Source: an optimization exercise on an open RTL-to-GDS flow (aim: small area). Production flows keep margins and buffers that such runs may drop. Where RTL was checked, it was by simulation tests only, not by an equivalence proof against the original. The flow treats the clock pin as an ideal source, which a real chip does not have.

==> lagoon <==
==> flow/design.v <==
`default_nettype none
package rv_exec_pkg;
  localparam int NUM_REGS     = 32;
  localparam int XLEN_DEFAULT = 32;
  localparam logic [4:0] REG_X0 = 5'd0;
  localparam logic [4:0] OP_LUI   = 5'd0;
  localparam logic [4:0] OP_AUIPC = 5'd1;
  localparam logic [4:0] OP_ADDI  = 5'd2;
  localparam logic [4:0] OP_SLTI  = 5'd3;
  localparam logic [4:0] OP_SLTIU = 5'd4;
  localparam logic [4:0] OP_XORI  = 5'd5;
  localparam logic [4:0] OP_ORI   = 5'd6;
  localparam logic [4:0] OP_ANDI  = 5'd7;
  localparam logic [4:0] OP_SLLI  = 5'd8;
  localparam logic [4:0] OP_SRLI  = 5'd9;
  localparam logic [4:0] OP_SRAI  = 5'd10;
  localparam logic [4:0] OP_ADD   = 5'd11;
  localparam logic [4:0] OP_SUB   = 5'd12;
  localparam logic [4:0] OP_SLL   = 5'd13;
  localparam logic [4:0] OP_SLT   = 5'd14;
  localparam logic [4:0] OP_SLTU  = 5'd15;
  localparam logic [4:0] OP_XOR   = 5'd16;
  localparam logic [4:0] OP_SRL   = 5'd17;
  localparam logic [4:0] OP_SRA   = 5'd18;
  localparam logic [4:0] OP_OR    = 5'd19;
  localparam logic [4:0] OP_AND   = 5'd20;
endpackage
`default_nettype wire
`default_nettype none
import rv_exec_pkg::*;
module rv_exec_top
#(
  parameter int XLEN = XLEN_DEFAULT
) (
  input  logic            in_clk,
  input  logic            in_rst,
  input  logic            instr_valid_i,
  output logic                 instr_ready_o,
  input  logic [4:0]        op_i,
  input  logic [4:0]      rd_i,
  input  logic [4:0]      rs1_i,
  input  logic [4:0]      rs2_i,
  input  logic [XLEN-1:0] imm_i,
  input  logic [XLEN-1:0] pc_i,
  output logic                 res_valid_o,
  input  logic            res_ready_i,
  output logic [4:0]           res_rd_o,
  output logic [XLEN-1:0]      res_data_o
);
  logic [4:0] t;
  logic       last;
  always_ff @(posedge in_clk or negedge in_rst) begin
    if (!in_rst) t <= '0;
    else         t <= t + 5'd1;
  end
  assign last = (t == 5'd31);
  logic clr_done;    
  logic s_p1;
  logic s_p2;
  logic s_wb;
  logic c;           
  logic is_lui, is_auipc, uses_rs2, is_sub, is_slt, is_sltu;
  logic is_xor, is_or, is_and, is_sll, is_srl, is_sra;
  logic two_pass, inv_b, is_shift;
  always_comb begin
    is_lui   = 1'b0; is_auipc = 1'b0; uses_rs2 = 1'b0; is_sub  = 1'b0;
    is_slt   = 1'b0; is_sltu  = 1'b0; is_xor   = 1'b0; is_or   = 1'b0;
    is_and   = 1'b0; is_sll   = 1'b0; is_srl   = 1'b0; is_sra  = 1'b0;
    case (op_i)
      OP_LUI:   is_lui   = 1'b1;
      OP_AUIPC: is_auipc = 1'b1;
      OP_SLTI:  is_slt   = 1'b1;
      OP_SLTIU: is_sltu  = 1'b1;
      OP_XORI:  is_xor   = 1'b1;
      OP_ORI:   is_or    = 1'b1;
      OP_ANDI:  is_and   = 1'b1;
      OP_SLLI:  is_sll   = 1'b1;
      OP_SRLI:  is_srl   = 1'b1;
      OP_SRAI:  is_sra   = 1'b1;
      OP_ADD:   uses_rs2 = 1'b1;
      OP_SUB:   begin uses_rs2 = 1'b1; is_sub  = 1'b1; end
      OP_SLL:   begin uses_rs2 = 1'b1; is_sll  = 1'b1; end
      OP_SLT:   begin uses_rs2 = 1'b1; is_slt  = 1'b1; end
      OP_SLTU:  begin uses_rs2 = 1'b1; is_sltu = 1'b1; end
      OP_XOR:   begin uses_rs2 = 1'b1; is_xor  = 1'b1; end
      OP_SRL:   begin uses_rs2 = 1'b1; is_srl  = 1'b1; end
      OP_SRA:   begin uses_rs2 = 1'b1; is_sra  = 1'b1; end
      OP_OR:    begin uses_rs2 = 1'b1; is_or   = 1'b1; end
      OP_AND:   begin uses_rs2 = 1'b1; is_and  = 1'b1; end
      default:  ;
    endcase
  end
  assign is_shift = is_sll | is_srl | is_sra;
  assign two_pass = is_slt | is_sltu | is_shift;
  assign inv_b    = is_sub | is_slt | is_sltu;
  logic [31:0] taps;       
  logic [4:0]  wb_rd;
  logic        wbit;
  logic [31:0] out_q;
  assign taps[0] = 1'b0;
  assign wbit    = clr_done & out_q[0];
  for (genvar r = 1; r < 32; r++) begin : g_reg
    logic [31:0] ring;
    logic        wen;
    assign wen     = !clr_done || (s_wb && wb_rd == 5'(r));
    assign taps[r] = ring[0];
    always_ff @(posedge in_clk) begin
      ring <= {wen ? wbit : ring[0], ring[31:1]};
    end
  end
  logic a_bit, b_bit, bx, cin, sum, cout, lt;
  assign a_bit = is_auipc ? pc_i[t] : (!is_lui & taps[rs1_i]);
  assign b_bit = uses_rs2 ? taps[rs2_i] : imm_i[t];
  assign bx    = b_bit ^ inv_b;
  assign cin   = (t == 5'd0) ? inv_b : c;
  assign sum   = a_bit ^ bx ^ cin;
  assign cout  = (a_bit & bx) | (a_bit & cin) | (bx & cin);
  assign lt    = (is_slt && (a_bit != b_bit)) ? a_bit : !cout;
  logic [4:0] sh;
  logic       p1_bit, p2_bit, p2_shift, shift, in_bit, sh_hit;
  assign sh = wb_rd;    
  always_comb begin
    if (is_xor)                p1_bit = a_bit ^ b_bit;
    else if (is_or)            p1_bit = a_bit | b_bit;
    else if (is_and)           p1_bit = a_bit & b_bit;
    else if (is_srl | is_sra)  p1_bit = a_bit;
    else if (is_sll)           p1_bit = 1'b0;
    else                       p1_bit = sum;
  end
  assign sh_hit = (t == sh);
  always_comb begin
    if (is_sll) begin
      p2_shift = c;
      p2_bit   = a_bit;
    end else if (is_srl | is_sra) begin
      p2_shift = c & !sh_hit;
      p2_bit   = is_sra & out_q[31];
    end else begin
      p2_shift = 1'b1;
      p2_bit   = (t == 5'd0) & c;
    end
  end
  assign shift  = s_p1 | s_wb | (s_p2 & p2_shift);
  assign in_bit = s_p1 ? p1_bit : (s_wb ? out_q[0] : p2_bit);
  always_ff @(posedge in_clk) begin
    if (shift) out_q <= {in_bit, out_q[31:1]};
  end
  always_ff @(posedge in_clk) begin
    if (s_p1)                c <= last ? (is_shift | lt) : cout;
    else if (s_p2 & is_shift) c <= c & !sh_hit;
  end
  logic accept, start;
  assign instr_ready_o = last & ((s_p1 & !two_pass) | s_p2);
  assign accept        = instr_valid_i & instr_ready_o;
  assign start         = last & !s_p1 & !s_p2 & !s_wb & instr_valid_i &
                         (!res_valid_o | res_ready_i);
  always_ff @(posedge in_clk) begin
    if (accept)                  wb_rd <= rd_i;
    else if (s_p1 && t < 5'd5)   wb_rd <= {b_bit ^ is_sll, wb_rd[4:1]};
  end
  always_ff @(posedge in_clk or negedge in_rst) begin
    if (!in_rst) begin
      clr_done    <= 1'b0;
      s_p1        <= 1'b0;
      s_p2        <= 1'b0;
      s_wb        <= 1'b0;
      res_valid_o <= 1'b0;
    end else begin
      if (last && s_wb)     res_valid_o <= 1'b1;
      else if (res_ready_i) res_valid_o <= 1'b0;
      if (last) begin
        clr_done <= 1'b1;
        s_p1     <= start;
        s_p2     <= s_p1 & two_pass & instr_valid_i;
        s_wb     <= accept;
      end
    end
  end
  assign res_rd_o   = wb_rd;
  assign res_data_o = out_q;
endmodule
`default_nettype wire
==> flow/flow/run.sh <==
#!/bin/bash
# The standard layout (the standard.sh, standard synthesis unchanged) with two changes:
#  - each port gets a sky130_fd_sc_hd__buf_1 buffer instead of the default buffer cell;
#  - clock tree synthesis with larger sink clusters and no dummy loads.
# make's output goes to standard.log; ORFS keeps each tool's full log under orfs/logs/.
set -euo pipefail
export BUFFER_PORTS_ARGS="-buffer_cell sky130_fd_sc_hd__buf_1"
export CTS_ARGS="-sink_clustering_enable -repair_clock_nets -dont_use_dummy_load -buf_list sky130_fd_sc_hd__clkbuf_16 -sink_clustering_size 40 -sink_clustering_max_diameter 60"
bash standard.sh > standard.log 2>&1
==> flow/standard.sh <==
#!/bin/bash
# synth_recipe.tcl (not shown) runs the flow's synth.tcl, then flattens the netlist and writes it again
# the make line also repeats each setting of config.mk as NAME=value (left out here)
make -C /OpenROAD-flow-scripts/flow DESIGN_CONFIG=/design/flow/config.mk WORK_HOME=/design/flow/orfs CLKGATE_MAP_FILE= SYNTH_SCRIPT=/design/flow/synth_recipe.tcl "${@:-finish}"
==> flow/config.mk <==
export PLATFORM = sky130hd
export DESIGN_NAME = rv_exec_top
export DESIGN_NICKNAME = rv_exec_top
export VERILOG_FILES = /design/flow/design.v
export SDC_FILE = /design/flow/constraint.sdc
export NUM_CORES = 4
export LEC_CHECK = 0
export CAP_MARGIN = 20
export CORE_MARGIN = 2
export CORE_UTILIZATION = 65
export PLACE_DENSITY = 0.75
export SLEW_MARGIN = 20
==> flow/constraint.sdc <==
create_clock -name core_clock -period 10.0 [get_ports {in_clk}]
set_input_delay 2.0000 -clock core_clock [delete_from_list [all_inputs] [get_ports {in_clk}]]
set_output_delay 2.0000 -clock core_clock [all_outputs]
set_load 0.01 [all_outputs]
==> inputs of ember, as changes to lagoon <==
--- a/flow/design.v
+++ b/flow/design.v
@@ -62,5 +62,5 @@
   logic is_lui, is_auipc, uses_rs2, is_sub, is_slt, is_sltu;
   logic is_xor, is_or, is_and, is_sll, is_srl, is_sra;
-  logic two_pass, inv_b, is_shift;
+  logic two_pass, inv_b;
   always_comb begin
     is_lui   = 1'b0; is_auipc = 1'b0; uses_rs2 = 1'b0; is_sub  = 1'b0;
@@ -91,6 +91,5 @@
     endcase
   end
-  assign is_shift = is_sll | is_srl | is_sra;
-  assign two_pass = is_slt | is_sltu | is_shift;
+  assign two_pass = is_slt | is_sltu | is_sll | is_srl | is_sra;
   assign inv_b    = is_sub | is_slt | is_sltu;
   logic [31:0] taps;       
@@ -118,5 +117,5 @@
   assign lt    = (is_slt && (a_bit != b_bit)) ? a_bit : !cout;
   logic [4:0] sh;
-  logic       p1_bit, p2_bit, p2_shift, shift, in_bit, sh_hit;
+  logic       p1_bit, p2_bit, p2_shift, shift, in_bit;
   assign sh = wb_rd;    
   always_comb begin
@@ -128,11 +127,10 @@
     else                       p1_bit = sum;
   end
-  assign sh_hit = (t == sh);
   always_comb begin
     if (is_sll) begin
-      p2_shift = c;
+      p2_shift = (t <= ~sh);
       p2_bit   = a_bit;
     end else if (is_srl | is_sra) begin
-      p2_shift = c & !sh_hit;
+      p2_shift = (t < sh);
       p2_bit   = is_sra & out_q[31];
     end else begin
@@ -147,6 +145,5 @@
   end
   always_ff @(posedge in_clk) begin
-    if (s_p1)                c <= last ? (is_shift | lt) : cout;
-    else if (s_p2 & is_shift) c <= c & !sh_hit;
+    if (s_p1) c <= last ? lt : cout;
   end
   logic accept, start;
@@ -157,5 +154,5 @@
   always_ff @(posedge in_clk) begin
     if (accept)                  wb_rd <= rd_i;
-    else if (s_p1 && t < 5'd5)   wb_rd <= {b_bit ^ is_sll, wb_rd[4:1]};
+    else if (s_p1 && t < 5'd5)   wb_rd <= {b_bit, wb_rd[4:1]};
   end
   always_ff @(posedge in_clk or negedge in_rst) begin
--- a/flow/flow/run.sh
+++ b/flow/flow/run.sh
@@ -6,4 +6,4 @@
 set -euo pipefail
 export BUFFER_PORTS_ARGS="-buffer_cell sky130_fd_sc_hd__buf_1"
-export CTS_ARGS="-sink_clustering_enable -repair_clock_nets -dont_use_dummy_load -buf_list sky130_fd_sc_hd__clkbuf_16 -sink_clustering_size 40 -sink_clustering_max_diameter 60"
+export CTS_ARGS="-sink_clustering_enable -repair_clock_nets -dont_use_dummy_load -buf_list sky130_fd_sc_hd__clkbuf_16 -sink_clustering_size 30 -sink_clustering_max_diameter 60"
 bash standard.sh > standard.log 2>&1
--- a/flow/config.mk
+++ b/flow/config.mk
@@ -8,5 +8,4 @@
 export CAP_MARGIN = 20
 export CORE_MARGIN = 2
-export CORE_UTILIZATION = 65
-export PLACE_DENSITY = 0.75
+export CORE_UTILIZATION = 40
 export SLEW_MARGIN = 20
==> results.ini <==
[cells_and_area]
mostFrequentLayoutCells=dfxtp_1 (992), buf_1 (126), nand2_1 (50), clkbuf_16 (47), mux2i_1 (41)
layout-drive-gt1-share_pct=5.18

[timing]
fin_hold_ws_ns=0.258

[logic_synthesis]
synthCells=1442
synth-xor-area-share_pct=0.217

[grt]
grt_pass1_wl_um=53900

[worst_hold_path]
hold_end=g_reg[2].ring[21]$_DFF_P_

[power_and_ir_drop]
intPower_w=0.00507
p_comb_share_pct=1.5
swShare_pct=18.9
clockPowerShare_pct=31.2

[status]
status=no timing/DRC/antenna violations

[setup_path]
cp-startpoint=op_i[1]

the above is filed under ember

==> results.ini <==
[logic_synthesis]
synth-simple-area-share_pct=3.70
synth-xor-area-share_pct=0.364
synthCells=1432

[cells_and_area]
area_growth_pct=8.05
mostFrequentLayoutCells=dfxtp_1 (992), buf_1 (126), nand2_1 (56), clkbuf_16 (39), edfxtp_1 (38)
layout-drive-gt1-share_pct=4.92
fin_cells=2037
largest_reg_flops=992

[setup_path]
cp-startpoint=op_i[0]

[power_and_ir_drop]
p_comb_share_pct=1.7
clockPowerShare_pct=29.4
swShare_pct=19.2
intPower_w=0.00495

[timing]
fin_hold_ws_ns=0.253

[status]
status=no timing/DRC/antenna violations

the above is filed under lagoon

The RTL of ember was laid out without a check of its function.

## afterwards: timing with drivers on the ports
In the flow no input, the clock included, has a driving cell. The finished layouts below were timed again as built, in two steps.
Step 1: set_driving_cell puts a clkbuf_16 on in_clk and a buf_2 on each other input, an assumption about the parent block.
Step 2 times the ports against the registers' clock, not the clock port: input delays grow and output delays shrink by t, the midpoint of the rising clock arrivals with the driver on.
a / b / c = ideal ports / drivers / drivers and shift; a / b = the first two.
run | t (ns) | slack for setup (ns) | worst setup path after step 2 | clock arrival spread, ns
lagoon | 0.607 | 4.241 / 4.209 / 4.072 | input to register | 0.095 / 0.095
ember | 0.621 | 4.237 / 4.202 / 4.088 | input to register | 0.065 / 0.065
After both steps setup and hold are still met in every run listed. For lagoon, which loses most, drivers alone change the setup slack by -0.032 ns; drivers and shift together by -0.169 ns.
